Background: an optimization exercise with open tools, aiming at small area and few clock cycles. Do not read the settings as production practice.
Only simulation tests tie the RTL to the original design; equivalence was not proved.
Power is estimated from default activity; no workload was simulated. No driver is modelled on the clock port, so clocking that relies on it looks cheaper here than on a real chip.

### flow/config.mk
export PLATFORM = sky130hd
export DESIGN_NAME = bnn_rocc_accel
export DESIGN_NICKNAME = bnn_rocc_accel
export VERILOG_FILES = /design/flow/design.v
export SDC_FILE = /design/flow/constraint.sdc
export NUM_CORES = 4
export LEC_CHECK = 0
export CAP_MARGIN = 5
export CORE_MARGIN = 2
export CORE_UTILIZATION = 40
export SLEW_MARGIN = 5
### flow/constraint.sdc
create_clock -name core_clock -period 10.0 [get_ports {clk_i}]
set_input_delay 2.0000 -clock core_clock [delete_from_list [all_inputs] [get_ports {clk_i}]]
set_output_delay 2.0000 -clock core_clock [all_outputs]
set_load 0.01 [all_outputs]
### flow/design.v
`default_nettype none
package bnn_pkg;
  localparam int XLEN      = 64;
  localparam int BUF_DEPTH = 8;
  localparam int IDX_W     = 3;
  localparam int CNT_W     = 4;
  localparam int SUM_W     = 10;
  localparam int TAG_W     = 8;
  localparam int POP_W     = 7;
  localparam logic [CNT_W-1:0] MAX_COUNT  = CNT_W'(BUF_DEPTH);
  localparam logic [XLEN-1:0]  WORD_BYTES = XLEN'(XLEN / 8);
  localparam logic [4:0] MEM_CMD_LOAD = 5'b00000;
  localparam logic [2:0] MEM_TYP_D    = 3'b011;
  typedef enum logic [6:0] {
    FUNCT_LOAD_W  = 7'd0,
    FUNCT_COMPUTE = 7'd1
  } bnn_funct_e;
  typedef enum logic [1:0] {
    MODE_NONE,
    MODE_LOAD,
    MODE_COMPUTE
  } job_mode_e;
  typedef struct packed {
    logic [6:0]      inst_funct;
    logic [4:0]      inst_rs2;
    logic [4:0]      inst_rs1;
    logic            inst_xd;
    logic            inst_xs1;
    logic            inst_xs2;
    logic [4:0]      inst_rd;
    logic [6:0]      inst_opcode;
    logic [XLEN-1:0] rs1;
    logic [XLEN-1:0] rs2;
  } rocc_cmd_t;
  typedef struct packed {
    logic [4:0]      rd;
    logic [XLEN-1:0] data;
  } rocc_resp_t;
  typedef struct packed {
    logic [XLEN-1:0]  addr;
    logic [TAG_W-1:0] tag;
    logic [4:0]       cmd;
    logic [2:0]       typ;
    logic [XLEN-1:0]  data;
  } mem_req_t;
  typedef struct packed {
    logic [TAG_W-1:0] tag;
    logic [XLEN-1:0]  data;
    logic             has_data;
  } mem_resp_t;
  typedef struct packed {
    logic busy;
  } ctrl_out_t;
  typedef struct packed {
    job_mode_e        mode;
    logic [4:0]       rd;
    logic             xd;
    logic [CNT_W-1:0] count;
    logic [XLEN-1:0]  base;
  } job_t;
endpackage
`default_nettype wire
`timescale 1ns/10ps
`default_nettype none
module bnn_pop_stage (
  input  wire [63:0] m_i,
  output logic [41:0] st_o
);
  logic s1, c2, s3, c4, s5, c6, s7, c8, s9, c10, s11, c12, s13, c14, s15, c16, s17, c18, s19, c20, s21, c22, s23, c24, s25, c26, s27, c28, s29, c30, s31, c32, s33, c34, s35, c36, s37, c38, s39, c40, s41, c42;
  assign s1 = m_i[0] ^ m_i[1] ^ m_i[2];
  assign c2 = (m_i[0] & m_i[1]) | (m_i[0] & m_i[2]) | (m_i[1] & m_i[2]);
  assign s3 = m_i[3] ^ m_i[4] ^ m_i[5];
  assign c4 = (m_i[3] & m_i[4]) | (m_i[3] & m_i[5]) | (m_i[4] & m_i[5]);
  assign s5 = m_i[6] ^ m_i[7] ^ m_i[8];
  assign c6 = (m_i[6] & m_i[7]) | (m_i[6] & m_i[8]) | (m_i[7] & m_i[8]);
  assign s7 = m_i[9] ^ m_i[10] ^ m_i[11];
  assign c8 = (m_i[9] & m_i[10]) | (m_i[9] & m_i[11]) | (m_i[10] & m_i[11]);
  assign s9 = m_i[12] ^ m_i[13] ^ m_i[14];
  assign c10 = (m_i[12] & m_i[13]) | (m_i[12] & m_i[14]) | (m_i[13] & m_i[14]);
  assign s11 = m_i[15] ^ m_i[16] ^ m_i[17];
  assign c12 = (m_i[15] & m_i[16]) | (m_i[15] & m_i[17]) | (m_i[16] & m_i[17]);
  assign s13 = m_i[18] ^ m_i[19] ^ m_i[20];
  assign c14 = (m_i[18] & m_i[19]) | (m_i[18] & m_i[20]) | (m_i[19] & m_i[20]);
  assign s15 = m_i[21] ^ m_i[22] ^ m_i[23];
  assign c16 = (m_i[21] & m_i[22]) | (m_i[21] & m_i[23]) | (m_i[22] & m_i[23]);
  assign s17 = m_i[24] ^ m_i[25] ^ m_i[26];
  assign c18 = (m_i[24] & m_i[25]) | (m_i[24] & m_i[26]) | (m_i[25] & m_i[26]);
  assign s19 = m_i[27] ^ m_i[28] ^ m_i[29];
  assign c20 = (m_i[27] & m_i[28]) | (m_i[27] & m_i[29]) | (m_i[28] & m_i[29]);
  assign s21 = m_i[30] ^ m_i[31] ^ m_i[32];
  assign c22 = (m_i[30] & m_i[31]) | (m_i[30] & m_i[32]) | (m_i[31] & m_i[32]);
  assign s23 = m_i[33] ^ m_i[34] ^ m_i[35];
  assign c24 = (m_i[33] & m_i[34]) | (m_i[33] & m_i[35]) | (m_i[34] & m_i[35]);
  assign s25 = m_i[36] ^ m_i[37] ^ m_i[38];
  assign c26 = (m_i[36] & m_i[37]) | (m_i[36] & m_i[38]) | (m_i[37] & m_i[38]);
  assign s27 = m_i[39] ^ m_i[40] ^ m_i[41];
  assign c28 = (m_i[39] & m_i[40]) | (m_i[39] & m_i[41]) | (m_i[40] & m_i[41]);
  assign s29 = m_i[42] ^ m_i[43] ^ m_i[44];
  assign c30 = (m_i[42] & m_i[43]) | (m_i[42] & m_i[44]) | (m_i[43] & m_i[44]);
  assign s31 = m_i[45] ^ m_i[46] ^ m_i[47];
  assign c32 = (m_i[45] & m_i[46]) | (m_i[45] & m_i[47]) | (m_i[46] & m_i[47]);
  assign s33 = m_i[48] ^ m_i[49] ^ m_i[50];
  assign c34 = (m_i[48] & m_i[49]) | (m_i[48] & m_i[50]) | (m_i[49] & m_i[50]);
  assign s35 = m_i[51] ^ m_i[52] ^ m_i[53];
  assign c36 = (m_i[51] & m_i[52]) | (m_i[51] & m_i[53]) | (m_i[52] & m_i[53]);
  assign s37 = m_i[54] ^ m_i[55] ^ m_i[56];
  assign c38 = (m_i[54] & m_i[55]) | (m_i[54] & m_i[56]) | (m_i[55] & m_i[56]);
  assign s39 = m_i[57] ^ m_i[58] ^ m_i[59];
  assign c40 = (m_i[57] & m_i[58]) | (m_i[57] & m_i[59]) | (m_i[58] & m_i[59]);
  assign s41 = m_i[60] ^ m_i[61] ^ m_i[62];
  assign c42 = (m_i[60] & m_i[61]) | (m_i[60] & m_i[62]) | (m_i[61] & m_i[62]);
  assign st_o[0] = s1;
  assign st_o[1] = s3;
  assign st_o[2] = s5;
  assign st_o[3] = s7;
  assign st_o[4] = s9;
  assign st_o[5] = s11;
  assign st_o[6] = s13;
  assign st_o[7] = s15;
  assign st_o[8] = s17;
  assign st_o[9] = s19;
  assign st_o[10] = s21;
  assign st_o[11] = s23;
  assign st_o[12] = s25;
  assign st_o[13] = s27;
  assign st_o[14] = s29;
  assign st_o[15] = s31;
  assign st_o[16] = s33;
  assign st_o[17] = s35;
  assign st_o[18] = s37;
  assign st_o[19] = s39;
  assign st_o[20] = s41;
  assign st_o[21] = c2;
  assign st_o[22] = c4;
  assign st_o[23] = c6;
  assign st_o[24] = c8;
  assign st_o[25] = c10;
  assign st_o[26] = c12;
  assign st_o[27] = c14;
  assign st_o[28] = c16;
  assign st_o[29] = c18;
  assign st_o[30] = c20;
  assign st_o[31] = c22;
  assign st_o[32] = c24;
  assign st_o[33] = c26;
  assign st_o[34] = c28;
  assign st_o[35] = c30;
  assign st_o[36] = c32;
  assign st_o[37] = c34;
  assign st_o[38] = c36;
  assign st_o[39] = c38;
  assign st_o[40] = c40;
  assign st_o[41] = c42;
endmodule
`default_nettype wire
`timescale 1ns/10ps
`default_nettype none
module bnn_xnor_popcount (
  input  wire [63:0] act_i,
  input  wire [63:0] weight_i,
  input  wire [9:0]  acc_i,
  input  wire [9:0]  thr_i,
  output logic [9:0] sum_o,
  output logic       ge_o
);
  logic [63:0] m;
  logic [41:0] st;
  assign m = ~(act_i ^ weight_i);
  bnn_pop_stage i_bnn_pop_stage (
    .m_i  (m),
    .st_o (st)
  );
  logic s43, c44, s45, c46, s47, c48, s49, c50, s51, c52, s53, c54, s55, c56, s57, c58, s59, c60, s61, c62, s63, c64, s65, c66, s67, c68, s69, c70, s71, c72, s73, c74, s75, c76, s77, c78, s79, c80, s81, c82, s83, c84, s85, c86, s87, c88, s89, c90, s91, c92, s93, c94, s95, c96, s97, c98, s99, c100, s101, c102, s103, c104, s105, c106, s107, c108, s109, c110, s111, c112, s113, c114, s115, c116, s117, c118, s119, c120, s121, c122, s123, c124, s125, c126;
  assign s43 = acc_i[0] ^ m[63] ^ st[0];
  assign c44 = (acc_i[0] & m[63]) | (acc_i[0] & st[0]) | (m[63] & st[0]);
  assign s45 = st[10] ^ st[11] ^ st[12];
  assign c46 = (st[10] & st[11]) | (st[10] & st[12]) | (st[11] & st[12]);
  assign s47 = st[13] ^ st[14] ^ st[15];
  assign c48 = (st[13] & st[14]) | (st[13] & st[15]) | (st[14] & st[15]);
  assign s49 = st[16] ^ st[17] ^ st[18];
  assign c50 = (st[16] & st[17]) | (st[16] & st[18]) | (st[17] & st[18]);
  assign s51 = st[19] ^ st[1] ^ st[20];
  assign c52 = (st[19] & st[1]) | (st[19] & st[20]) | (st[1] & st[20]);
  assign s53 = st[2] ^ st[3] ^ st[4];
  assign c54 = (st[2] & st[3]) | (st[2] & st[4]) | (st[3] & st[4]);
  assign s55 = st[5] ^ st[6] ^ st[7];
  assign c56 = (st[5] & st[6]) | (st[5] & st[7]) | (st[6] & st[7]);
  assign s57 = st[8] ^ st[9] ^ s43;
  assign c58 = (st[8] & st[9]) | (st[8] & s43) | (st[9] & s43);
  assign s59 = s45 ^ s47 ^ s49;
  assign c60 = (s45 & s47) | (s45 & s49) | (s47 & s49);
  assign s61 = s51 ^ s53 ^ s55;
  assign c62 = (s51 & s53) | (s51 & s55) | (s53 & s55);
  assign s63 = s57 ^ s59;
  assign c64 = s57 & s59;
  assign s65 = acc_i[1] ^ st[21] ^ st[22];
  assign c66 = (acc_i[1] & st[21]) | (acc_i[1] & st[22]) | (st[21] & st[22]);
  assign s67 = st[23] ^ st[24] ^ st[25];
  assign c68 = (st[23] & st[24]) | (st[23] & st[25]) | (st[24] & st[25]);
  assign s69 = st[26] ^ st[27] ^ st[28];
  assign c70 = (st[26] & st[27]) | (st[26] & st[28]) | (st[27] & st[28]);
  assign s71 = st[29] ^ st[30] ^ st[31];
  assign c72 = (st[29] & st[30]) | (st[29] & st[31]) | (st[30] & st[31]);
  assign s73 = st[32] ^ st[33] ^ st[34];
  assign c74 = (st[32] & st[33]) | (st[32] & st[34]) | (st[33] & st[34]);
  assign s75 = st[35] ^ st[36] ^ st[37];
  assign c76 = (st[35] & st[36]) | (st[35] & st[37]) | (st[36] & st[37]);
  assign s77 = st[38] ^ st[39] ^ st[40];
  assign c78 = (st[38] & st[39]) | (st[38] & st[40]) | (st[39] & st[40]);
  assign s79 = st[41] ^ c44 ^ c46;
  assign c80 = (st[41] & c44) | (st[41] & c46) | (c44 & c46);
  assign s81 = c48 ^ c50 ^ c52;
  assign c82 = (c48 & c50) | (c48 & c52) | (c50 & c52);
  assign s83 = c54 ^ c56 ^ s65;
  assign c84 = (c54 & c56) | (c54 & s65) | (c56 & s65);
  assign s85 = s67 ^ s69 ^ s71;
  assign c86 = (s67 & s69) | (s67 & s71) | (s69 & s71);
  assign s87 = s73 ^ s75 ^ s77;
  assign c88 = (s73 & s75) | (s73 & s77) | (s75 & s77);
  assign s89 = c58 ^ c60 ^ c62;
  assign c90 = (c58 & c60) | (c58 & c62) | (c60 & c62);
  assign s91 = s79 ^ s81 ^ s83;
  assign c92 = (s79 & s81) | (s79 & s83) | (s81 & s83);
  assign s93 = s85 ^ s87 ^ c64;
  assign c94 = (s85 & s87) | (s85 & c64) | (s87 & c64);
  assign s95 = s89 ^ s91;
  assign c96 = s89 & s91;
  assign s97 = acc_i[2] ^ c66 ^ c68;
  assign c98 = (acc_i[2] & c66) | (acc_i[2] & c68) | (c66 & c68);
  assign s99 = c70 ^ c72 ^ c74;
  assign c100 = (c70 & c72) | (c70 & c74) | (c72 & c74);
  assign s101 = c76 ^ c78 ^ c80;
  assign c102 = (c76 & c78) | (c76 & c80) | (c78 & c80);
  assign s103 = c82 ^ c84 ^ c86;
  assign c104 = (c82 & c84) | (c82 & c86) | (c84 & c86);
  assign s105 = c88 ^ s97 ^ s99;
  assign c106 = (c88 & s97) | (c88 & s99) | (s97 & s99);
  assign s107 = c90 ^ c92 ^ s101;
  assign c108 = (c90 & c92) | (c90 & s101) | (c92 & s101);
  assign s109 = s103 ^ s105 ^ c94;
  assign c110 = (s103 & s105) | (s103 & c94) | (s105 & c94);
  assign s111 = c96 ^ s107;
  assign c112 = c96 & s107;
  assign s113 = acc_i[3] ^ c100 ^ c98;
  assign c114 = (acc_i[3] & c100) | (acc_i[3] & c98) | (c100 & c98);
  assign s115 = s113 ^ c102 ^ c104;
  assign c116 = (s113 & c102) | (s113 & c104) | (c102 & c104);
  assign s117 = c106 ^ c108 ^ s115;
  assign c118 = (c106 & c108) | (c106 & s115) | (c108 & s115);
  assign s119 = c112 ^ c110;
  assign c120 = c112 & c110;
  assign s121 = acc_i[4] ^ c114 ^ c116;
  assign c122 = (acc_i[4] & c114) | (acc_i[4] & c116) | (c114 & c116);
  assign s123 = c118 ^ s121;
  assign c124 = c118 & s121;
  assign s125 = acc_i[5] ^ c122;
  assign c126 = acc_i[5] & c122;
  logic [9:0] ra, rb;
  assign ra[0] = s61;
  assign rb[0] = s63;
  assign ra[1] = s93;
  assign rb[1] = s95;
  assign ra[2] = s111;
  assign rb[2] = s109;
  assign ra[3] = s117;
  assign rb[3] = s119;
  assign ra[4] = c120;
  assign rb[4] = s123;
  assign ra[5] = c124;
  assign rb[5] = s125;
  assign ra[6] = acc_i[6];
  assign rb[6] = c126;
  assign ra[7] = acc_i[7];
  assign rb[7] = 1'b0;
  assign ra[8] = acc_i[8];
  assign rb[8] = 1'b0;
  assign ra[9] = acc_i[9];
  assign rb[9] = 1'b0;
  logic [9:0] g0, p0, x0;
  assign g0 = ra & rb;
  assign p0 = ra | rb;
  assign x0 = ra ^ rb;
  logic sg0_1, sp0_1;
  assign sg0_1 = g0[1] | (p0[1] & g0[0]);
  assign sp0_1 = p0[1] & p0[0];
  logic sg0_3, sp0_3;
  assign sg0_3 = g0[3] | (p0[3] & g0[2]);
  assign sp0_3 = p0[3] & p0[2];
  logic sg0_5, sp0_5;
  assign sg0_5 = g0[5] | (p0[5] & g0[4]);
  assign sp0_5 = p0[5] & p0[4];
  logic sg0_7, sp0_7;
  assign sg0_7 = g0[7] | (p0[7] & g0[6]);
  assign sp0_7 = p0[7] & p0[6];
  logic sg0_9, sp0_9;
  assign sg0_9 = g0[9] | (p0[9] & g0[8]);
  assign sp0_9 = p0[9] & p0[8];
  logic sg1_2, sp1_2;
  assign sg1_2 = g0[2] | (p0[2] & sg0_1);
  assign sp1_2 = p0[2] & sp0_1;
  logic sg1_3, sp1_3;
  assign sg1_3 = sg0_3 | (sp0_3 & sg0_1);
  assign sp1_3 = sp0_3 & sp0_1;
  logic sg1_6, sp1_6;
  assign sg1_6 = g0[6] | (p0[6] & sg0_5);
  assign sp1_6 = p0[6] & sp0_5;
  logic sg1_7, sp1_7;
  assign sg1_7 = sg0_7 | (sp0_7 & sg0_5);
  assign sp1_7 = sp0_7 & sp0_5;
  logic sg2_4, sp2_4;
  assign sg2_4 = g0[4] | (p0[4] & sg1_3);
  assign sp2_4 = p0[4] & sp1_3;
  logic sg2_5, sp2_5;
  assign sg2_5 = sg0_5 | (sp0_5 & sg1_3);
  assign sp2_5 = sp0_5 & sp1_3;
  logic sg2_6, sp2_6;
  assign sg2_6 = sg1_6 | (sp1_6 & sg1_3);
  assign sp2_6 = sp1_6 & sp1_3;
  logic sg2_7, sp2_7;
  assign sg2_7 = sg1_7 | (sp1_7 & sg1_3);
  assign sp2_7 = sp1_7 & sp1_3;
  logic sg3_8, sp3_8;
  assign sg3_8 = g0[8] | (p0[8] & sg2_7);
  assign sp3_8 = p0[8] & sp2_7;
  logic sg3_9, sp3_9;
  assign sg3_9 = sg0_9 | (sp0_9 & sg2_7);
  assign sp3_9 = sp0_9 & sp2_7;
  assign sum_o[0] = x0[0];
  assign sum_o[1] = x0[1] ^ g0[0];
  assign sum_o[2] = x0[2] ^ sg0_1;
  assign sum_o[3] = x0[3] ^ sg1_2;
  assign sum_o[4] = x0[4] ^ sg1_3;
  assign sum_o[5] = x0[5] ^ sg2_4;
  assign sum_o[6] = x0[6] ^ sg2_5;
  assign sum_o[7] = x0[7] ^ sg2_6;
  assign sum_o[8] = x0[8] ^ sg2_7;
  assign sum_o[9] = x0[9] ^ sg3_8;
  logic [9:0] nt, cx;
  logic [10:0] cy;
  assign nt = ~thr_i;
  assign cx = ra ^ rb ^ nt;
  assign cy[0] = 1'b1;
  assign cy[10:1] = (ra & rb) | (ra & nt) | (rb & nt);
  logic [9:0] g1, p1;
  assign g1 = cx & cy[9:0];
  assign p1 = cx | cy[9:0];
  logic kg0_1, kp0_1;
  assign kg0_1 = g1[1] | (p1[1] & g1[0]);
  assign kp0_1 = p1[1] & p1[0];
  logic kg0_3, kp0_3;
  assign kg0_3 = g1[3] | (p1[3] & g1[2]);
  assign kp0_3 = p1[3] & p1[2];
  logic kg0_5, kp0_5;
  assign kg0_5 = g1[5] | (p1[5] & g1[4]);
  assign kp0_5 = p1[5] & p1[4];
  logic kg0_7, kp0_7;
  assign kg0_7 = g1[7] | (p1[7] & g1[6]);
  assign kp0_7 = p1[7] & p1[6];
  logic kg0_9, kp0_9;
  assign kg0_9 = g1[9] | (p1[9] & g1[8]);
  assign kp0_9 = p1[9] & p1[8];
  logic kg1_2, kp1_2;
  assign kg1_2 = g1[2] | (p1[2] & kg0_1);
  assign kp1_2 = p1[2] & kp0_1;
  logic kg1_3, kp1_3;
  assign kg1_3 = kg0_3 | (kp0_3 & kg0_1);
  assign kp1_3 = kp0_3 & kp0_1;
  logic kg1_6, kp1_6;
  assign kg1_6 = g1[6] | (p1[6] & kg0_5);
  assign kp1_6 = p1[6] & kp0_5;
  logic kg1_7, kp1_7;
  assign kg1_7 = kg0_7 | (kp0_7 & kg0_5);
  assign kp1_7 = kp0_7 & kp0_5;
  logic kg2_4, kp2_4;
  assign kg2_4 = g1[4] | (p1[4] & kg1_3);
  assign kp2_4 = p1[4] & kp1_3;
  logic kg2_5, kp2_5;
  assign kg2_5 = kg0_5 | (kp0_5 & kg1_3);
  assign kp2_5 = kp0_5 & kp1_3;
  logic kg2_6, kp2_6;
  assign kg2_6 = kg1_6 | (kp1_6 & kg1_3);
  assign kp2_6 = kp1_6 & kp1_3;
  logic kg2_7, kp2_7;
  assign kg2_7 = kg1_7 | (kp1_7 & kg1_3);
  assign kp2_7 = kp1_7 & kp1_3;
  logic kg3_8, kp3_8;
  assign kg3_8 = g1[8] | (p1[8] & kg2_7);
  assign kp3_8 = p1[8] & kp2_7;
  logic kg3_9, kp3_9;
  assign kg3_9 = kg0_9 | (kp0_9 & kg2_7);
  assign kp3_9 = kp0_9 & kp2_7;
  assign ge_o = cy[10] | kg3_9;
endmodule
`default_nettype wire
`timescale 1ns/10ps
`default_nettype none
module bnn_rocc_accel (
  input  wire                        clk_i,
  input  wire                        rst_n_i,
  input  wire                        en_i,
  input  wire                        rocc_cmd_v_i,
  input  wire bnn_pkg::rocc_cmd_t    rocc_cmd_data_i,
  output logic                       rocc_cmd_ready_o,
  output logic                       rocc_resp_v_o,
  output bnn_pkg::rocc_resp_t        rocc_resp_data_o,
  input  wire                        rocc_resp_ready_i,
  output logic                       rocc_mem_req_v_o,
  output bnn_pkg::mem_req_t          rocc_mem_req_data_o,
  input  wire                        rocc_mem_req_ready_i,
  input  wire                        rocc_mem_resp_v_i,
  input  wire bnn_pkg::mem_resp_t    rocc_mem_resp_data_i,
  output bnn_pkg::ctrl_out_t         rocc_ctrl_o,
  input  wire                        manycore_req_val_i,
  input  wire [bnn_pkg::XLEN-1:0]    manycore_req_msg_i,
  output logic                       manycore_req_rdy_o
);
  localparam int XLEN  = bnn_pkg::XLEN;
  localparam int SUM_W = bnn_pkg::SUM_W;
  localparam int CNT_W = bnn_pkg::CNT_W;
  localparam int IDX_W = bnn_pkg::IDX_W;
  logic             dec_load, dec_comp, dec_mem, dec_big;
  logic [CNT_W-1:0] dec_cnt;
  assign dec_load = (rocc_cmd_data_i.inst_funct == bnn_pkg::FUNCT_LOAD_W);
  assign dec_comp = (rocc_cmd_data_i.inst_funct == bnn_pkg::FUNCT_COMPUTE);
  assign dec_mem  = dec_load | dec_comp;
  assign dec_big  = (|rocc_cmd_data_i.rs2[XLEN-1:CNT_W]) ||
                    (rocc_cmd_data_i.rs2[CNT_W-1:0] > bnn_pkg::MAX_COUNT);
  assign dec_cnt  = !dec_mem ? '0 :
                    dec_big  ? bnn_pkg::MAX_COUNT : rocc_cmd_data_i.rs2[CNT_W-1:0];
  logic             busy_q;
  logic             xd_q;
  logic             comp_q;
  logic             load_q;
  logic [4:0]       rd_q;
  logic [CNT_W-1:0] cnt_q;    
  logic [CNT_W-1:0] iss_q;    
  logic [CNT_W-1:0] rem_q;    
  logic [XLEN-1:0]  addr_q;   
  logic [SUM_W-1:0] acc_q;
  logic [SUM_W-1:0] thr_q;
  logic reply_v, done_now, finish, cmd_fire, issue_more, req_fire;
  assign reply_v    = rocc_mem_resp_v_i && rocc_mem_resp_data_i.has_data;
  assign done_now   = (rem_q == '0) || (reply_v && (rem_q == CNT_W'(1)));
  assign finish     = busy_q && done_now && (!xd_q || rocc_resp_ready_i);
  assign rocc_cmd_ready_o = en_i && (!busy_q || finish);
  assign cmd_fire         = rocc_cmd_v_i && rocc_cmd_ready_o;
  assign rocc_resp_v_o      = busy_q && xd_q && done_now;
  assign rocc_ctrl_o.busy   = busy_q;
  assign manycore_req_rdy_o = !busy_q;
  assign issue_more       = (iss_q != cnt_q);
  assign rocc_mem_req_v_o = issue_more || (cmd_fire && (dec_cnt != '0));
  assign req_fire         = rocc_mem_req_v_o && rocc_mem_req_ready_i;
  logic [XLEN-1:0] req_addr;
  assign req_addr = cmd_fire ? rocc_cmd_data_i.rs1 : addr_q;
  always_comb begin
    rocc_mem_req_data_o.addr = req_addr;
    rocc_mem_req_data_o.tag  = {{(bnn_pkg::TAG_W - IDX_W){1'b0}},
                                (cmd_fire ? {IDX_W{1'b0}} : iss_q[IDX_W-1:0])};
    rocc_mem_req_data_o.cmd  = bnn_pkg::MEM_CMD_LOAD;
    rocc_mem_req_data_o.typ  = bnn_pkg::MEM_TYP_D;
    rocc_mem_req_data_o.data = '0;
  end
  always_ff @(posedge clk_i) begin
    addr_q <= req_addr + (req_fire ? bnn_pkg::WORD_BYTES : '0);
  end
  logic [XLEN-1:0]  w_q [bnn_pkg::BUF_DEPTH];
  logic [IDX_W-1:0] beat_idx;
  logic [XLEN-1:0]  beat_data;
  logic [XLEN-1:0]  w_rd;
  assign beat_idx  = rocc_mem_resp_data_i.tag[IDX_W-1:0];
  assign beat_data = rocc_mem_resp_data_i.data;
  assign w_rd      = w_q[beat_idx];
  always_ff @(posedge clk_i) begin
    if (reply_v && load_q) begin
      w_q[beat_idx] <= beat_data;
    end
  end
  logic             add;
  logic [SUM_W-1:0] tree_sum;
  logic             tree_ge;
  logic [SUM_W-1:0] acc_d;
  logic             ge_d;
  assign add = reply_v && comp_q;
  bnn_xnor_popcount i_bnn_xnor_popcount (
    .act_i    (beat_data),
    .weight_i (w_rd),
    .acc_i    (acc_q),
    .thr_i    (thr_q),
    .sum_o    (tree_sum),
    .ge_o     (tree_ge)
  );
  assign acc_d = add ? tree_sum : acc_q;
  assign ge_d  = add ? tree_ge  : (acc_q >= thr_q);
  always_comb begin
    rocc_resp_data_o.rd              = rd_q;
    rocc_resp_data_o.data            = '0;
    rocc_resp_data_o.data[SUM_W-1:0] = acc_d;
    rocc_resp_data_o.data[XLEN-1]    = (comp_q || load_q) && ge_d;
  end
  always_ff @(posedge clk_i) begin
    if (cmd_fire) begin
      xd_q   <= rocc_cmd_data_i.inst_xd;
      rd_q   <= rocc_cmd_data_i.inst_rd;
      comp_q <= dec_comp;
      load_q <= dec_load;
      acc_q  <= '0;
    end else begin
      acc_q  <= acc_d;
    end
  end
  always_ff @(posedge clk_i) begin
    if (!rst_n_i) begin
      busy_q <= 1'b0;
      cnt_q  <= '0;
      iss_q  <= '0;
      rem_q  <= '0;
      thr_q  <= '0;
    end else begin
      if (manycore_req_val_i && !busy_q) begin
        thr_q <= manycore_req_msg_i[SUM_W-1:0];
      end
      if (cmd_fire) begin
        busy_q <= (dec_cnt != '0) || rocc_cmd_data_i.inst_xd;
        cnt_q  <= dec_cnt;
        iss_q  <= req_fire ? CNT_W'(1) : '0;
        rem_q  <= dec_cnt;
      end else begin
        if (finish) begin
          busy_q <= 1'b0;
        end
        if (req_fire) begin
          iss_q <= iss_q + 1'b1;
        end
        if (reply_v && (rem_q != '0)) begin
          rem_q <= rem_q - 1'b1;
        end
      end
    end
  end
endmodule
`default_nettype wire
### flow/flow/run.sh
#!/bin/bash
# The standard layout with these changes:
# - synthesis maps only the first full-adder layer of the popcount tree (module bnn_pop_stage)
#   to full-adder cells, in the canonicalize step (flow/canon.tcl), and leaves the rest of the
#   tree to abc (no ADDER_MAP_FILE), so it is mapped for delay as a whole; the registers are
#   the standard synthesis's, unchanged;
# - the port buffers are the smallest plain buffer; the resizer upsizes them where needed;
# - the clock tree uses larger sink clusters and no dummy loads.
set -euo pipefail
here=$(pwd)
bash standard.sh ADDER_MAP_FILE= "SYNTH_CANONICALIZE_TCL=$here/flow/canon.tcl" \
  "BUFFER_PORTS_ARGS=-buffer_cell sky130_fd_sc_hd__buf_1" \
  "CTS_ARGS=-sink_clustering_enable -repair_clock_nets -sink_clustering_size 30 -sink_clustering_max_diameter 150 -dont_use_dummy_load" \
  finish > standard.log 2>&1
### flow/flow/canon.tcl
# Canonicalize hook (SYNTH_CANONICALIZE_TCL): map the first popcount layer (module
# bnn_pop_stage) to full-adder cells; the rest of synthesis leaves full adders to abc.
yosys hierarchy -check -top $::env(DESIGN_NAME)
yosys select -module bnn_pop_stage
yosys proc
yosys opt -fast
yosys techmap
yosys opt -fast
yosys extract_fa
yosys techmap -map $::env(PLATFORM_DIR)/cells_adders_hd.v
yosys opt -fast -purge
yosys select -clear
### flow/standard.sh
#!/bin/bash
# synth_recipe.tcl (not shown) runs the flow's synth.tcl, then flattens the netlist and writes it again
# the make line also repeats each setting of config.mk as NAME=value (left out here)
make -C /OpenROAD-flow-scripts/flow DESIGN_CONFIG=/design/flow/config.mk WORK_HOME=/design/flow/orfs CLKGATE_MAP_FILE= SYNTH_SCRIPT=/design/flow/synth_recipe.tcl "${@:-finish}"
==> metrics.cfg, run 1 <==
[logic_synthesis]
synth_cells = 2029
async_flop_share = 0
syn_area_um2 = 27400
synth-seq-cells = 617
yosysWarnings = 1
syn_area_per_cell_um2 = 13.5
synth-edff-count = 520
synth_ff_type = edfxtp_1
ys_seq_area_frac = 0.640
yosysUniqueCellTypes = 74

[flow_run]
maxCapViolCount = 0

[clock_tree]
htreeDepth = 1
clk_path_buf_depth = 3
cts_sinks = 617
cts_tree = built
clock_latency_ns = 0.62
cts_inserted_buffers = 24
clk_pin_slew_ns = 0.11
root_buffer = clkbuf_16

[die]
core-area_um2 = 68200
dieArea_um2 = 70700
fp.dieH_um = 266
start_util = 0.402
die_x_um = 266
ios = 523
num_rows = 96

[placement]
dpl.cell_count = 3218
finalWeightedCongestion = 0.860
io_buffer_count = 314
hpwl_um = 46000
placed_area_um2 = 29800
place_ws_ns = -0.225

[final_layout]
syn_to_final_growth_pct = 11.1
finalNonFillerCells = 3251
multi_input_area_um2 = 8980
num-fill-cells = 6193
final_area_um2 = 30500
final_cell_mix = edfxtp_1, buf_1, a22oi_1, xnor2_1, nand2_1
fin_util = 0.447
mostFrequentLayoutCell = edfxtp_1
layout-drive-gt1-share = 0.0678
regArea_um2 = 17600
nets = 2689

[route]
totalWireLength_um = 70500
drt_iter0_markers = 1317
vias = 17200
drt-pass1-iter-count = 5
ant_nets = 0
drcViolationCount = 0
viasPerCell = 5.28
wire_per_inst_um = 21.7

[critical_path]
r2r_cells = 17
cp.arrival_ns = 7.68
crit_type = primary input to output pin
setup.worst_path.end_class = output pin
crit_path_start_kind = primary input
crit_fanout = 10
critPathRequiredTime_ns = 8.00

[global_routing]
grt_usage = 0.192
grt_pass1_vias = 16700
grt_pass1_wl_um = 103000
antenna_found_initial = 16
grt_max_degree = 81
grt-ovfl-total = 0

[status]
status = complete, no violations

[sta]
tightest_slew_ns = 1.09
hold_viol_final = 0
drv_slew = 0
slew_headroom = 0.270
fin_tns_setup_ns = 0
setup_viol = 0
finalCriticalPeriod_ns = 9.68
finalCritPeriodShare = 0.968
clock.fmax_mhz = 103
fin_ws_ns = 0.317
timing.hold.ws_ns = 0.456
clock_skew_ns = 0.0588

[min_path]
whs_path_depth = 2
min_path_type = register to register

[power_and_ir_drop]
p_total_mw = 8.68
cellPowerDensity_nw_per_um2 = 285
peakVddDrop_mv = 0.528
p_leak_nw = 10.0

[cell type report]
type,instances,share of cell area
Sequential cell,617,0.576
Multi-Input combinational cell,1266,0.295
Clock buffer,24,0.0197
Antenna cell,8,0.000657
Inverter,62,0.00780
Tap cell,882,0.0362
Timing Repair Buffer,392,0.0650
[layer usage]
metal / part of all wire / track usage
met1: 0.41 / 0.249
met2: 0.50 / 0.335
met3: 0.063 / 0.0335
met4: 0.019 / 0.0468
met5: 0.0018 / 0
[cells in the mapped netlist (all sizes together) (5+ instances only)]
cell / number / area share
nor2: 87 / 0.012
nand3: 26 / 0.0049
xnor2: 171 / 0.055
a22oi: 254 / 0.070
buf: 137 / 0.037
nand4: 75 / 0.018
nor3: 20 / 0.0041
nor4: 23 / 0.0055
inv: 61 / 0.0083
and2: 17 / 0.0039
and3: 8 / 0.0018
maj3: 41 / 0.015
or2: 8 / 0.0018
a21oi: 21 / 0.0038
a211oi: 8 / 0.0022
nor2b: 7 / 0.0016
o21ai: 18 / 0.0034
edfxtp: 520 / 0.57
a21boi: 13 / 0.0036
clkbuf: 75 / 0.010
dfxtp: 97 / 0.071
nor3b: 5 / 0.0014
xnor3: 10 / 0.0082
o21a: 5 / 0.0014
or3: 5 / 0.0017
o31ai: 9 / 0.0031
nand2b: 5 / 0.0011
xor3: 6 / 0.0052
nand2: 161 / 0.022
fa: 21 / 0.015
xor2: 30 / 0.0096
mux2i: 39 / 0.014
o211ai: 6 / 0.0016
[kinds of logic after synthesis]
kind of cell / synth area share
and+or+nand+nor: 0.0828
DFF: 0.640
buffers and inverters: 0.0556
muxes: 0.0177
xor gates and xnor gates: 0.0776
AOI/OAI and AO/OA: 0.0956
adders and majority gates: 0.0304
other: 0.000274
[report_power, final]
group / internal, mW / switching (mW)
combinational: 2.22 / 2.43
sequential: 2.84 / 0.0275
clock: 0.433 / 0.734
total: 5.49 / 3.19
[worst paths after layout]
kind,from,endpoint,slack [ns]
worst max-delay path,rocc_mem_resp_data_i[65],rocc_resp_data_o[63],0.32
worst min-delay path,addr_q[0],addr_q[0],0.46
worst max register to register,w_q[0][42],acc_q[6],4.80
worst min register to register,addr_q[0],addr_q[0],0.46
[repair_timing]
action | CTS | global route
pin swaps | 0 | 1
hold endpoints to repair | 0 | 0
endpoints found under the setup margin | 2 | 4
cloned | 0 | 0
resized for setup | 4 | 12
buffers inserted | 0 | 1
hold buffers | 0 | 0
[critical path: stages]
cell and delay [ns]:
buf_2 0.21, buf_4 0.17, nor3b_4 0.04, buf_4 0.17
buf_4 0.20, a22oi_1 0.17, nand4_1 0.15, xnor2_1 0.17
fa_1 0.60, maj3_1 0.44, xnor3_1 0.48, and3b_1 0.24
o31ai_2 0.26, xnor3_1 0.49, or4b_1 0.56, maj3_1 0.42
a2111oi_2 0.35, nand4_1 0.17, o211ai_1 0.16, buf_1 0.19
[registers in the layout, indices dropped and copies added, names as in the netlist]
register / flops
acc_q: 10
rd_q: 5
load_q: 1
addr_q: 64
cnt_q: 4
w_q: 512
xd_q: 1
thr_q: 10
comp_q: 1
busy_q: 1
rem_q: 4
iss_q: 4
Testbench counts, summed over its fixed seeds: cycles 14,970.
==> inputs of run 2 (changes only) <==
--- a/flow/config.mk
+++ b/flow/config.mk
@@ -6,6 +6,7 @@
 export NUM_CORES = 4
 export LEC_CHECK = 0
-export CAP_MARGIN = 5
+export CAP_MARGIN = 20
 export CORE_MARGIN = 2
 export CORE_UTILIZATION = 40
-export SLEW_MARGIN = 5
+export GPL_TIMING_DRIVEN = 0
+export SLEW_MARGIN = 20
==> run 2 against run 1 <==
  * Synthesized cell count unchanged
  * Core utilization up 2.6 points
  * Flip-flop and latch count unchanged
  * Die area unchanged
  * Clock power about the same
  * Via count up 7.6%
  * Clock skew down 0.0060 ns
  * Combinational power down 0.9%
  * Final cell count up 5.9%
  * Sequential share of layout area down 3.2 points
  * Global-route usage up 3.2 points
  * Largest power group unchanged
  * First-iteration DRC count up 33%
==> metrics.cfg, run 2 <==
[route]
drt_iter0_markers = 1752
ant_nets = 0
drcViolationCount = 0
vias = 18500
viasPerCell = 5.37
totalWireLength_um = 81900
drt-pass1-iter-count = 7
wire_per_inst_um = 23.8

[logic_synthesis]
yosysUniqueCellTypes = 74
synth-seq-cells = 617
yosys.area.top_type = edfxtp_1
yosys-top-cells-count = edfxtp_1, a22oi_1, xnor2_1
post-synth-top-count-cell = edfxtp_1
synth_area_leaders = edfxtp_1, dfxtp_1, a22oi_1, xnor2_1, buf_4
synth-edff-count = 520
syn_area_um2 = 27400
syn_area_per_cell_um2 = 13.5
synth_ff_type = edfxtp_1
synth_cells = 2029
ys_seq_area_frac = 0.640
synth_top_area_share = 0.569
async_flop_share = 0
yosysWarnings = 1

[critical_path]
crit_path_start_kind = primary input
setup.worst_path.end_class = output pin
crit_type = primary input to output pin
r2r_cells = 12
cp.arrival_ns = 7.77
crit_fanout = 10
critPathRequiredTime_ns = 8.00

[placement]
io_buffer_count = 314
hpwl_um = 58600
dpl.cell_count = 3408
placed_area_um2 = 31000
place_ws_ns = -1.47
finalWeightedCongestion = 0.878

[sta]
clock_skew_ns = 0.0528
finalCriticalPeriod_ns = 9.77
slew_headroom = 0.300
grt_setup_unrepaired = yes
fin_tns_setup_ns = 0
setup_viol = 0
timing.hold.ws_ns = 0.461
drv_slew = 0
tightest_slew_ns = 1.05
clock.fmax_mhz = 102
finalCritPeriodShare = 0.977
hold_viol_final = 0
fin_ws_ns = 0.231

[clock_tree]
htreeDepth = 1
cts_inserted_buffers = 24
clock_latency_ns = 0.61
clk_pin_slew_ns = 0.12
cts_tree = built
cts_sinks = 617
hold_buffers = 0
clk_path_buf_depth = 3
root_buffer = clkbuf_16

[final_layout]
finalNonFillerCells = 3443
layout-drive-gt1-share = 0.140
largest_register_ffs = 512
final_cell_mix = edfxtp_1, buf_1, a22oi_1, nand2_1, buf_4
nets = 2879
syn_to_final_growth_pct = 17.7
mostFrequentLayoutCell = edfxtp_1
reg_top3 = w_q: 512 flops, addr_q: 64 flops
regMostFlops = w_q
fin_util = 0.473
final_area_um2 = 32300

[global_routing]
grt_usage = 0.224
grt-ovfl-total = 0
grt_pass1_wl_um = 116000
grt_max_degree = 31
grt_pass1_vias = 17700
antenna_found_initial = 15

[flow_run]
maxCapViolCount = 0

[die]
start_util = 0.402
core-area_um2 = 68200
fp.dieH_um = 266
num_rows = 96
ios = 523
dieArea_um2 = 70700
die_x_um = 266

[min_path]
min_path_type = register to register
whs_path_depth = 2

[power_and_ir_drop]
p_total_mw = 8.64
p_leak_nw = 11.2
cellPowerDensity_nw_per_um2 = 268
peakVddDrop_mv = 0.868

[status]
status = complete, no violations

run 2: changes by cell type in the layout (fill, tap and decap cells not counted), sizes merged:
cell    previous run  this run
diode              8        10
clkbuf            24        86
buf              392       520
run 2: cell type report:
class / instances / area, um^2
Sequential cell: 617 / 17600
Multi-Input combinational cell: 1266 / 9170
Timing Repair Buffer: 373 / 1960
Fill cell: 6074 / 35900
Inverter: 62 / 238
Tap cell: 882 / 1100
Buffer: 209 / 1640
Clock buffer: 24 / 601
Antenna cell: 10 / 25.0
run 2: timing repair:
action | CTS | global route
resized for setup | 162 | 36
pin swaps | 2 | 3
cloned | 0 | 0
endpoints found under the setup margin | 10 | 8
setup buffers | 2 | 2
run 2: critical path, stage by stage:
cell,delay (ns)
buf_2,0.15
clkbuf_8,0.18
nor3_4,0.31
buf_4,0.26
clkbuf_8,0.27
a22oi_1,0.12
nand4_1,0.14
xnor2_2,0.12
fa_1,0.50
xor3_1,0.47
maj3_1,0.43
maj3_2,0.38
maj3_1,0.38
nand3_1,0.09
nand2_1,0.11
o21a_1,0.24
nor2_2,0.21
xor2_1,0.15
maj3_1,0.40
a2111oi_2,0.34
nand4_1,0.16
o211ai_1,0.14
buf_1,0.17
run 2: cells by family (layout without fill, tap and decap cells):
group	count (synthesis)	after routing	synth area share
and+or+nand+nor	456	456	0.0828
muxes	45	45	0.0177
other	2	140	0.000274
adders and majority gates	62	62	0.0304
xor gates and xnor gates	217	217	0.0776
AOI/OAI and AO/OA	356	356	0.0956
DFF	617	617	0.640
buffers and inverters	274	668	0.0556
run 2: final timing paths:
path | start | end | slack [ns]
max | rocc_mem_resp_data_i[65] | rocc_resp_data_o[63] | 0.23
min | addr_q[2] | addr_q[2] | 0.46
max reg2reg | rem_q[1] | busy_q | 4.73
min reg2reg | addr_q[2] | addr_q[2] | 0.46
run 2: layer usage:
| layer | share of wire | vias to the layer above | GRT usage | wire, um |
|---|---|---|---|---|
| met3 | 0.083 | 156 | 0.0416 | 6840 |
| met1 | 0.40 | 9129 | 0.292 | 32400 |
| met5 | 0.0012 | - | 0 | 99 |
| li1 | - | 8366 | - | - |
| met2 | 0.48 | 813 | 0.374 | 39400 |
| met4 | 0.038 | 16 | 0.0840 | 3150 |
run 2: power breakdown:
part / switching, mW / leakage, nW / internal [mW]
sequential: 0.0241 / 5.49 / 2.84
clock: 0.736 / 0.296 / 0.434
combinational: 2.48 / 5.38 / 2.12
total: 3.24 / 11.2 / 5.39
==> inputs of run 3 (changes only) <==
--- a/flow/config.mk
+++ b/flow/config.mk
@@ -9,4 +9,3 @@
 export CORE_MARGIN = 2
 export CORE_UTILIZATION = 40
-export GPL_TIMING_DRIVEN = 0
 export SLEW_MARGIN = 20
==> run 3 against run 2 <==
  * Final cell count fell by 5.6%
  * Count of clock-buffer cells in the layout did not move
  * Total power rose by 0.47%
  * Critical path depth fell by 3
  * Setup slack improved by 0.087 ns
  * Die area did not move
==> metrics.cfg, run 3 <==
[status]
status = complete, no violations

[global_routing]
met3_usage = 0.0335
grt_busiest_layer = met2
grt_pass1_vias = 16700
grt_usage = 0.192
grt-ovfl-total = 0
met2_usage = 0.335
grt_pass1_wl_um = 103000
grtUsageMet1 = 0.249
grt_max_degree = 81
antenna_found_initial = 16

[final_layout]
reg_top3 = w_q: 512 flops, addr_q: 64 flops
mostFrequentLayoutCell = edfxtp_1
nets = 2689
num-fill-cells = 6193
final_cell_mix = edfxtp_1, buf_1, a22oi_1, xnor2_1, nand2_1
layout-drive-gt1-share = 0.0678
syn_to_final_growth_pct = 11.1
largest_register_ffs = 512
regMostFlops = w_q

[die]
dieArea_um2 = 70700
ios = 523
fp.dieH_um = 266
start_util = 0.402
num_rows = 96
die_x_um = 266
core-area_um2 = 68200

[logic_synthesis]
async_flop_share = 0
synth_ff_type = edfxtp_1
synth-edff-count = 520
yosysUniqueCellTypes = 74
yosys-top-cells-count = edfxtp_1, a22oi_1, xnor2_1
syn_area_per_cell_um2 = 13.5
synth_cells = 2029
ys_seq_area_frac = 0.640
synth_top_area_share = 0.569
synth_area_leaders = edfxtp_1, dfxtp_1, a22oi_1, xnor2_1, buf_4
yosysWarnings = 1
yosys.area.top_type = edfxtp_1
syn_area_um2 = 27400
post-synth-top-count-cell = edfxtp_1
synth-seq-cells = 617

[critical_path]
critPathRequiredTime_ns = 8.00
regToRegStartpoint = w_q[0][42]
critical_path.startpoint = rocc_mem_resp_data_i[65]
timing.rr.end = acc_q[6]
crit_type = primary input to output pin
path_delay_family = adder cells
setup.worst_path.end_class = output pin
cp_slowest_cell = fa_1
ff2ff_setup_slack_ns = 4.80
crit_path_start_kind = primary input
cpPeakStageDelay_ns = 0.60
crit_path_cell_trace = buf_2, buf_4, nor3b_4, buf_4, buf_4, a22oi_1, nand4_1, xnor2_1, fa_1, maj3_1, xnor3_1, and3b_1, o31ai_2, xnor3_1, or4b_1, maj3_1, a2111oi_2, nand4_1, o211ai_1, buf_1
cp_common_cell = buf_4
r2r_cells = 17
cp.buffers_inverters = 5
crit_fanout = 10
cp.arrival_ns = 7.68

[placement]
hpwl_um = 46000
finalWeightedCongestion = 0.860
io_buffer_count = 314
place_ws_ns = -0.225

[sta]
clock_skew_ns = 0.0588
fin_tns_setup_ns = 0
fin_ws_ns = 0.317
hold_viol_final = 0
slew_headroom = 0.270
drv_slew = 0
clock.fmax_mhz = 103
timing.hold.ws_ns = 0.456
tightest_slew_ns = 1.09
finalCriticalPeriod_ns = 9.68
setup_viol = 0
finalCritPeriodShare = 0.968

[route]
drcViolationCount = 0
vias = 17200
viasPerCell = 5.28
drt-pass1-iter-count = 5
ant_nets = 0
totalWireLength_um = 70500
drt_iter0_markers = 1317
wire_per_inst_um = 21.7

[clock_tree]
clk_pin_slew_ns = 0.11
htreeDepth = 1
cts_tree = built
root_buffer = clkbuf_16
hold_buffers = 0
cts_inserted_buffers = 24
cts_sinks = 617
clock_latency_ns = 0.62
clk_path_buf_depth = 3

[power_and_ir_drop]
p_leak_nw = 10.0
cellPowerDensity_nw_per_um2 = 285
peakVddDrop_mv = 0.528

[min_path]
whs_path_depth = 2
min_path_type = register to register
hold_end = addr_q[0]
hold_start = addr_q[0]

[flow_run]
maxCapViolCount = 0

run 3: cell counts after synthesis:
No cell type changed its count.
run 3: per-layer routing:
metal / up-vias / part of all wire
met5: - / 0.0018
met2: 552 / 0.50
met1: 8544 / 0.41
li1: 7970 / -
met4: 20 / 0.019
met3: 88 / 0.063
run 3: worst max path at each step:
stage	end	depth (start not counted)
final	rocc_resp_data_o[63]	20
after global routing	rocc_resp_data_o[5]	24
after CTS	rocc_resp_data_o[63]	22
after detailed placement	rocc_resp_data_o[63]	21
after global placement	rocc_resp_data_o[63]	18
after floorplan	rocc_resp_data_o[63]	20
run 3: what timing repair did:
item	CTS	global route
setup endpoints to repair	2	4
gates resized for setup	4	12
buffers inserted	0	1
pin swaps	0	1
hold endpoints to repair	0	0
run 3: worst register-to-register path: stages (launching register included):
cell and delay [ns]:
edfxtp_1 0.39, a22oi_1 0.20, nand4_1 0.15, xnor2_1 0.17, fa_1 0.60, maj3_1 0.44
xnor3_1 0.48, and3b_1 0.24, o31ai_2 0.26, xnor3_1 0.49, buf_4 0.17, xnor2_1 0.14
maj3_1 0.42, or2_1 0.25, o2111ai_1 0.15, a21oi_1 0.14, xor2_1 0.19, and2_1 0.17
run 3: final cells by class:
type,instances,area [um^2],area share
inverters,62,238,0.00780
well taps,882,1100,0.0362
clock buffers,24,601,0.0197
multi-input cells,1266,8980,0.295
repair buffers,392,1980,0.0650
diodes,8,20.0,0.000657
flip-flops and latches,617,17600,0.576
run 3: metrics by stage:
stage | area, um^2 | total power, mW | utilization | std cells
6_report | 30500 | 8.68 | 0.447 | 3251
5_1_grt | 30500 | 9.21 | 0.447 | 3249
4_1_cts | 30400 | 8.69 | 0.446 | 3242
3_5_place_dp | 29800 | 7.53 | 0.437 | 3218
3_3_place_gp | 29800 | 7.46 | 0.437 | 3218
2_1_floorplan | 27900 | 6.40 | - | 2157
run 3: cell families (layout without fill, tap and decap cells):
family / Yosys count / count (layout) / synth area share
AND/OR/NAND/NOR: 456 / 456 / 0.0828
buffers and inverters: 274 / 478 / 0.0556
other: 2 / 138 / 0.000274
adder cells (fa/ha/maj): 62 / 62 / 0.0304
XOR/XNOR: 217 / 217 / 0.0776
AO/OA/AOI/OAI: 356 / 356 / 0.0956
multiplexers: 45 / 45 / 0.0177
flip-flops: 617 / 617 / 0.640
run 3: report_power, final:
group	switching [mW]	internal, mW
combinational	2.43	2.22
clock	0.734	0.433
sequential	0.0275	2.84
total	3.19	5.49
==> inputs of run 4 (changes only) <==
--- a/flow/config.mk
+++ b/flow/config.mk
@@ -8,4 +8,5 @@
 export CAP_MARGIN = 20
 export CORE_MARGIN = 2
-export CORE_UTILIZATION = 40
+export CORE_UTILIZATION = 55
+export PLACE_DENSITY = 0.75
 export SLEW_MARGIN = 20
==> run 4 against run 3 <==
  * Via count is 2.4% higher
  * Synthesized area stayed put
  * Clock power hardly changed
  * Count of clock-buffer cells in the layout stayed put
  * Flip-flop and latch count stayed put
  * Total power is 1.6% higher
  * Sequential power hardly changed
  * Sequential share of layout area is 0.65 points higher
  * Register-to-register slack worse by 0.04 ns
  * Combinational power is 3% higher
  * Global-route usage is 6.4 points higher
==> metrics.cfg, run 4 <==
[status]
status = complete, no violations

[logic_synthesis]
ys_seq_area_frac = 0.640
synth_cells = 2029
synth_ff_type = edfxtp_1
yosysWarnings = 1
yosysUniqueCellTypes = 74
async_flop_share = 0
syn_area_per_cell_um2 = 13.5
synth_top_area_share = 0.569
synth_area_leaders = edfxtp_1, dfxtp_1, a22oi_1, xnor2_1, buf_4
synth-edff-count = 520
syn_area_um2 = 27400
yosys.area.top_type = edfxtp_1
yosys-top-cells-count = edfxtp_1, a22oi_1, xnor2_1
synth-seq-cells = 617
post-synth-top-count-cell = edfxtp_1

[critical_path]
cpPeakStageDelay_ns = 0.54
critPathRequiredTime_ns = 8.00
crit_path_cell_trace = clkbuf_2, nor3b_2, buf_12, buf_4, a22oi_1, nand4_1, xnor2_1, fa_1, maj3_1, maj3_1, maj3_1, maj3_1, nand3_1, nand2_1, o21a_1, nor2_1, xor2_1, maj3_1, a2111oi_1, nand4_1, o211ai_1, buf_4
critical_path.startpoint = rocc_mem_resp_data_i[65]
regToRegStartpoint = w_q[1][42]
cp_slowest_cell = fa_1
cp_common_cell = maj3_1
cp.arrival_ns = 7.76
setup.worst_path.end_class = output pin
crit_type = primary input to output pin
crit_fanout = 15
crit_path_start_kind = primary input

[power_and_ir_drop]
peakVddDrop_mv = 0.684
p_leak_nw = 9.98
cellPowerDensity_nw_per_um2 = 293

[route]
ant_nets = 0
wire_per_inst_um = 22.6
drt-pass1-iter-count = 5
viasPerCell = 5.80
drcViolationCount = 0
totalWireLength_um = 68500
vias = 17600
drt_iter0_markers = 1592

[final_layout]
final_cell_mix = edfxtp_1, buf_1, a22oi_1, xnor2_1, nand2_1
regMostFlops = w_q
layout-drive-gt1-share = 0.0637
regArea_um2 = 17600
mostFrequentLayoutCell = edfxtp_1
reg_top3 = w_q: 512 flops, addr_q: 64 flops
num-fill-cells = 3715
nets = 2682
largest_register_ffs = 512
syn_to_final_growth_pct = 9.90
multi_input_area_um2 = 8960

[sta]
finalCriticalPeriod_ns = 9.76
tightest_slew_ns = 1.07
fin_tns_setup_ns = 0
clock_skew_ns = 0.0843
hold_viol_final = 0
setup_viol = 0
slew_headroom = 0.288
finalCritPeriodShare = 0.976
grt_setup_unrepaired = no
fin_ws_ns = 0.245
drv_slew = 0
clock.fmax_mhz = 103

[global_routing]
grt-ovfl-total = 0
grt_pass1_wl_um = 98500
antenna_found_initial = 18
grt_usage = 0.256
grt_max_degree = 81
grt_pass1_vias = 17100

[min_path]
hold_start = addr_q[2]
min_path_type = register to register

[clock_tree]
cts_inserted_buffers = 24
cts_sinks = 617
cts_tree = built
clk_path_buf_depth = 3
clock_latency_ns = 0.62
root_buffer = clkbuf_16
clk_pin_slew_ns = 0.08
htreeDepth = 1

[placement]
place_ws_ns = 0.0624
io_buffer_count = 314
finalWeightedCongestion = 0.838
hpwl_um = 44600

[flow_run]
maxCapViolCount = 0

[die]
die_x_um = 227
dieArea_um2 = 51700
start_util = 0.559
fp.dieH_um = 227
core-area_um2 = 49100
ios = 523
num_rows = 81

==> run 4: routing by layer <==
layer / vias up / share of wire / track usage
li1: 7969 / - / -
met1: 8701 / 0.37 / 0.314
met2: 753 / 0.49 / 0.431
met3: 148 / 0.079 / 0.0461
met4: 8 / 0.052 / 0.141
met5: - / 0.00070 / 0
==> run 4: where the power goes <==
| group | total [mW] | internal (mW) | switching [mW] |
|---|---|---|---|
| logic | 4.81 | 2.31 | 2.50 |
| registers | 2.86 | 2.84 | 0.0285 |
| clock network | 1.15 | 0.433 | 0.716 |
| total | 8.82 | 5.58 | 3.24 |
==> run 4: cells by family (layout without fill, tap and decap cells) <==
kind of cell | Yosys count | in the layout | share of synthesized area
DFF | 617 | 617 | 0.640
AOI/OAI and AO/OA | 356 | 356 | 0.0956
adders and majority gates | 62 | 62 | 0.0304
other | 2 | 144 | 0.000274
and+or+nand+nor | 456 | 456 | 0.0828
buffers and inverters | 274 | 471 | 0.0556
xor gates and xnor gates | 217 | 217 | 0.0776
muxes | 45 | 45 | 0.0177
==> run 4: what timing repair did <==
item	CTS	global route
setup endpoints to repair	0	6
setup buffers	0	1
hold buffers	0	0
gates resized for setup	0	12
==> run 4: path summary, 6_finish.rpt <==
path              slack [ns]  cells past startpoint              endpoint
setup / recovery        0.24                     22  rocc_resp_data_o[63]
hold / removal          0.46                      2             addr_q[2]
setup reg to reg        4.76                     17              acc_q[6]
hold reg to reg         0.46                      2             addr_q[2]
==> run 4: critical path, delay by kind of cell <==
kind                     cells  cell delay [ns]
AO/OA/AOI/OAI                4             0.92
buffers and inverters        4             0.74
adder cells (fa/ha/maj)      6             2.70
XOR/XNOR                     2             0.41
AND/OR/NAND/NOR              6             0.96
==> run 4: final cells by class <==
| type | count | area share |
|---|---|---|
| sequential | 617 | 0.582 |
| multi-input combinational | 1266 | 0.297 |
| timing repair buffer | 385 | 0.0638 |
| tap | 664 | 0.0276 |
| clock buffer | 24 | 0.0199 |
| inverter | 62 | 0.00789 |
| antenna | 14 | 0.00116 |
==> run 4: through the flow <==
| stage | power (mW) | hold slack, ns | instance area [um^2] | instances | utilization |
|---|---|---|---|---|---|
| after floorplan | 6.40 | 0.468 | 27900 | 2157 | - |
| after global placement | 7.54 | 0.435 | 29400 | 2992 | 0.600 |
| after detailed placement | 7.68 | 0.440 | 29400 | 2992 | 0.600 |
| after CTS | 8.81 | 0.458 | 30000 | 3016 | 0.612 |
| after global routing | 9.36 | 0.471 | 30100 | 3030 | 0.614 |
| final | 8.82 | 0.456 | 30100 | 3032 | 0.615 |
==> inputs of run 5 (changes only) <==
--- a/flow/flow/run.sh
+++ b/flow/flow/run.sh
@@ -11,4 +11,4 @@
 bash standard.sh ADDER_MAP_FILE= "SYNTH_CANONICALIZE_TCL=$here/flow/canon.tcl" \
   "BUFFER_PORTS_ARGS=-buffer_cell sky130_fd_sc_hd__buf_1" \
-  "CTS_ARGS=-sink_clustering_enable -repair_clock_nets -sink_clustering_size 30 -sink_clustering_max_diameter 150 -dont_use_dummy_load" \
+  "CTS_ARGS=-sink_clustering_enable -repair_clock_nets -sink_clustering_size 20 -sink_clustering_max_diameter 100 -dont_use_dummy_load" \
   finish > standard.log 2>&1
--- a/flow/config.mk
+++ b/flow/config.mk
@@ -8,5 +8,4 @@
 export CAP_MARGIN = 20
 export CORE_MARGIN = 2
-export CORE_UTILIZATION = 55
-export PLACE_DENSITY = 0.75
+export CORE_UTILIZATION = 40
 export SLEW_MARGIN = 20
==> run 5 against run 4 <==
  * Count of clock-buffer cells in the layout increased by 14
  * Register-to-register slack gained 0.07 ns
  * Design area increased by 2.3%
  * Combinational power is 3% lower
  * Wire length rose by 3.6%
  * Final cell count up 7.7%
  * Die area grew 37%
  * Core utilization decreased by 16 points
  * Worst hold slack got worse by 0.0041 ns
  * Via count decreased by 1.6%
  * Critical path type unchanged
==> metrics.cfg, run 5 <==
[logic_synthesis]
synth_top_area_share = 0.569
async_flop_share = 0
synth-seq-cells = 617
synth_cells = 2029
yosys.area.top_type = edfxtp_1
post-synth-top-count-cell = edfxtp_1
synth_ff_type = edfxtp_1
syn_area_um2 = 27400
ys_seq_area_frac = 0.640
syn_area_per_cell_um2 = 13.5
yosysWarnings = 1
yosysUniqueCellTypes = 74
synth_area_leaders = edfxtp_1, dfxtp_1, a22oi_1, xnor2_1, buf_4
yosys-top-cells-count = edfxtp_1, a22oi_1, xnor2_1
synth-edff-count = 520

[sta]
clock_skew_ns = 0.0409
slew_headroom = 0.269
fin_tns_setup_ns = 0
drv_slew = 0
tightest_slew_ns = 1.10
clock.fmax_mhz = 103
fin_ws_ns = 0.329
finalCritPeriodShare = 0.967
hold_viol_final = 0
finalCriticalPeriod_ns = 9.67
setup_viol = 0

[route]
wire_per_inst_um = 21.7
viasPerCell = 5.30
ant_nets = 0
drcViolationCount = 0
totalWireLength_um = 71000
drt-pass1-iter-count = 5
drt_iter0_markers = 1276
vias = 17300

[final_layout]
final_cell_mix = edfxtp_1, buf_1, a22oi_1, xnor2_1, nand2_1
multi_input_area_um2 = 8980
regMostFlops = w_q
mostFrequentLayoutCell = edfxtp_1
num-fill-cells = 6160
regArea_um2 = 17600
nets = 2703
layout-drive-gt1-share = 0.0733
reg_top3 = w_q: 512 flops, addr_q: 64 flops
largest_register_ffs = 512
syn_to_final_growth_pct = 12.4

[power_and_ir_drop]
peakVddDrop_mv = 0.531
cellPowerDensity_nw_per_um2 = 291
p_leak_nw = 10.2

[clock_tree]
cts_tree = built
clock_latency_ns = 0.58
root_buffer = clkbuf_16
cts_sinks = 617
clk_path_buf_depth = 3
hold_buffers = 0
cts_inserted_buffers = 38
htreeDepth = 2
clk_pin_slew_ns = 0.09

[critical_path]
cp_slowest_cell = fa_1
setup.worst_path.end_class = output pin
cpPeakStageDelay_ns = 0.60
crit_type = primary input to output pin
crit_fanout = 10
critPathRequiredTime_ns = 8.00
cp_common_cell = buf_4
crit_path_start_kind = primary input
cp.arrival_ns = 7.67
crit_path_cell_trace = buf_2, buf_4, nor3b_4, buf_4, buf_4, a22oi_1, nand4_1, xnor2_1, fa_1, maj3_1, xnor3_1, and3b_1, o31ai_2, xnor3_1, buf_4, xnor2_1, maj3_1, or2_1, o2111ai_1, a21oi_2, nand3_1, xnor2_1, buf_1

[global_routing]
grt_usage = 0.195
grt-ovfl-total = 0
antenna_found_initial = 16
grt_pass1_wl_um = 104000
grt_max_degree = 81
grt_pass1_vias = 16800

[placement]
io_buffer_count = 314
finalWeightedCongestion = 0.860
hpwl_um = 46000
place_ws_ns = -0.225

[min_path]
min_path_type = register to register

[die]
core-area_um2 = 68200
ios = 523
dieArea_um2 = 70700
num_rows = 96
fp.dieH_um = 266
start_util = 0.402
die_x_um = 266

[flow_run]
maxCapViolCount = 0

[status]
status = complete, no violations

## run 5: cell count changes in the layout (fill, tap and decap cells not counted), sizes merged
cell and delta:
buf +12, clkbuf +9, diode -6
## run 5: metal layers
metal	routed length, um	GRT usage	part of all wire	vias to the layer above
li1	-	-	-	8004
met1	29500	0.250	0.42	8624
met2	35200	0.335	0.50	548
met3	4610	0.0395	0.065	97
met4	1530	0.0538	0.022	20
met5	126	0	0.0018	-
## run 5: path summary, 6_finish.rpt
path         slack (ns)                  end  cells past startpoint                      from
max                0.33  rocc_resp_data_o[9]                     23  rocc_mem_resp_data_i[65]
min                0.45            addr_q[0]                      2                 addr_q[0]
max reg2reg        4.83             acc_q[6]                     17                w_q[7][57]
min reg2reg        0.45            addr_q[0]                      2                 addr_q[0]
## run 5: stage by stage
stage | instance area, um^2 | power [mW] | utilization | hold slack (ns) | std cells
4_1_cts | 30700 | 9.01 | 0.451 | 0.451 | 3256
5_1_grt | 30800 | 9.52 | 0.452 | 0.476 | 3263
6_report | 30800 | 8.98 | 0.452 | 0.452 | 3265
3_5_place_dp | 29800 | 7.53 | 0.437 | 0.430 | 3218
3_3_place_gp | 29800 | 7.46 | 0.437 | 0.428 | 3218
2_1_floorplan | 27900 | 6.40 | - | 0.468 | 2157
## run 5: cells by family (layout without fill, tap and decap cells)
group / after synthesis / after routing / synth area share
flops: 617 / 617 / 0.640
other cells: 2 / 138 / 0.000274
fa+ha+maj: 62 / 62 / 0.0304
mux: 45 / 45 / 0.0177
buf+inv: 274 / 492 / 0.0556
xor+xnor: 217 / 217 / 0.0776
compound gates: 356 / 356 / 0.0956
simple gates: 456 / 456 / 0.0828
## run 5: final cells by class
class                      instances  share of cell area
inverter                          62             0.00771
timing repair buffer             392              0.0642
antenna                            8            0.000649
multi-input combinational       1266               0.291
tap                              882              0.0358
sequential                       617               0.569
clock buffer                      38              0.0308
## run 5: power breakdown
group          internal, mW  switching, mW
Sequential             2.83         0.0275
Combinational          2.22           2.43
Clock                 0.676          0.795
## run 5: worst max-delay path, delay by kind of cell
kind | cells | cell delay [ns]
xor+xnor | 5 | 1.54
fa+ha+maj | 3 | 1.32
buf+inv | 6 | 1.16
compound gates | 4 | 0.89
simple gates | 5 | 0.72
## run 5: timing repair
| item | CTS | global route |
|---|---|---|
| resized for setup | 4 | 12 |
| pin swaps | 0 | 1 |
| setup buffers | 0 | 1 |
| setup endpoints to repair | 2 | 3 |

[what the ideal ports hide]
The results above use ideal ports. As a check the final layouts listed here were re-extracted and re-timed, cells and wires unchanged. Step 1 sets driving cells, clkbuf_16 on the clock port and buf_2 on the other inputs (assumed; they add their load-dependent delay and slew). Step 2, shift: input delay + t, output delay - t, t = (earliest + latest rising clock arrival at the registers) / 2. This alone moves slack from input paths to output paths. Slacks: no drivers / after step 1 / after step 2; pairs: no drivers / after step 1.
run	shift t [ns]	setup WS [ns]	worst setup path at the end	latest minus earliest clock arrival (ns)	pins driven straight from the clock port
run 1	0.651	0.317 / 0.241 / 0.241	input to output	0.064 / 0.064	1
run 2	0.648	0.231 / 0.178 / 0.178	input to output	0.053 / 0.052	1
run 3	0.651	0.317 / 0.241 / 0.241	input to output	0.064 / 0.064	1
run 4	0.637	0.245 / 0.224 / 0.224	input to output	0.085 / 0.085	1
run 5	0.615	0.329 / 0.253 / 0.253	input to output	0.043 / 0.042	1
After both steps setup and hold are still met in every run listed.
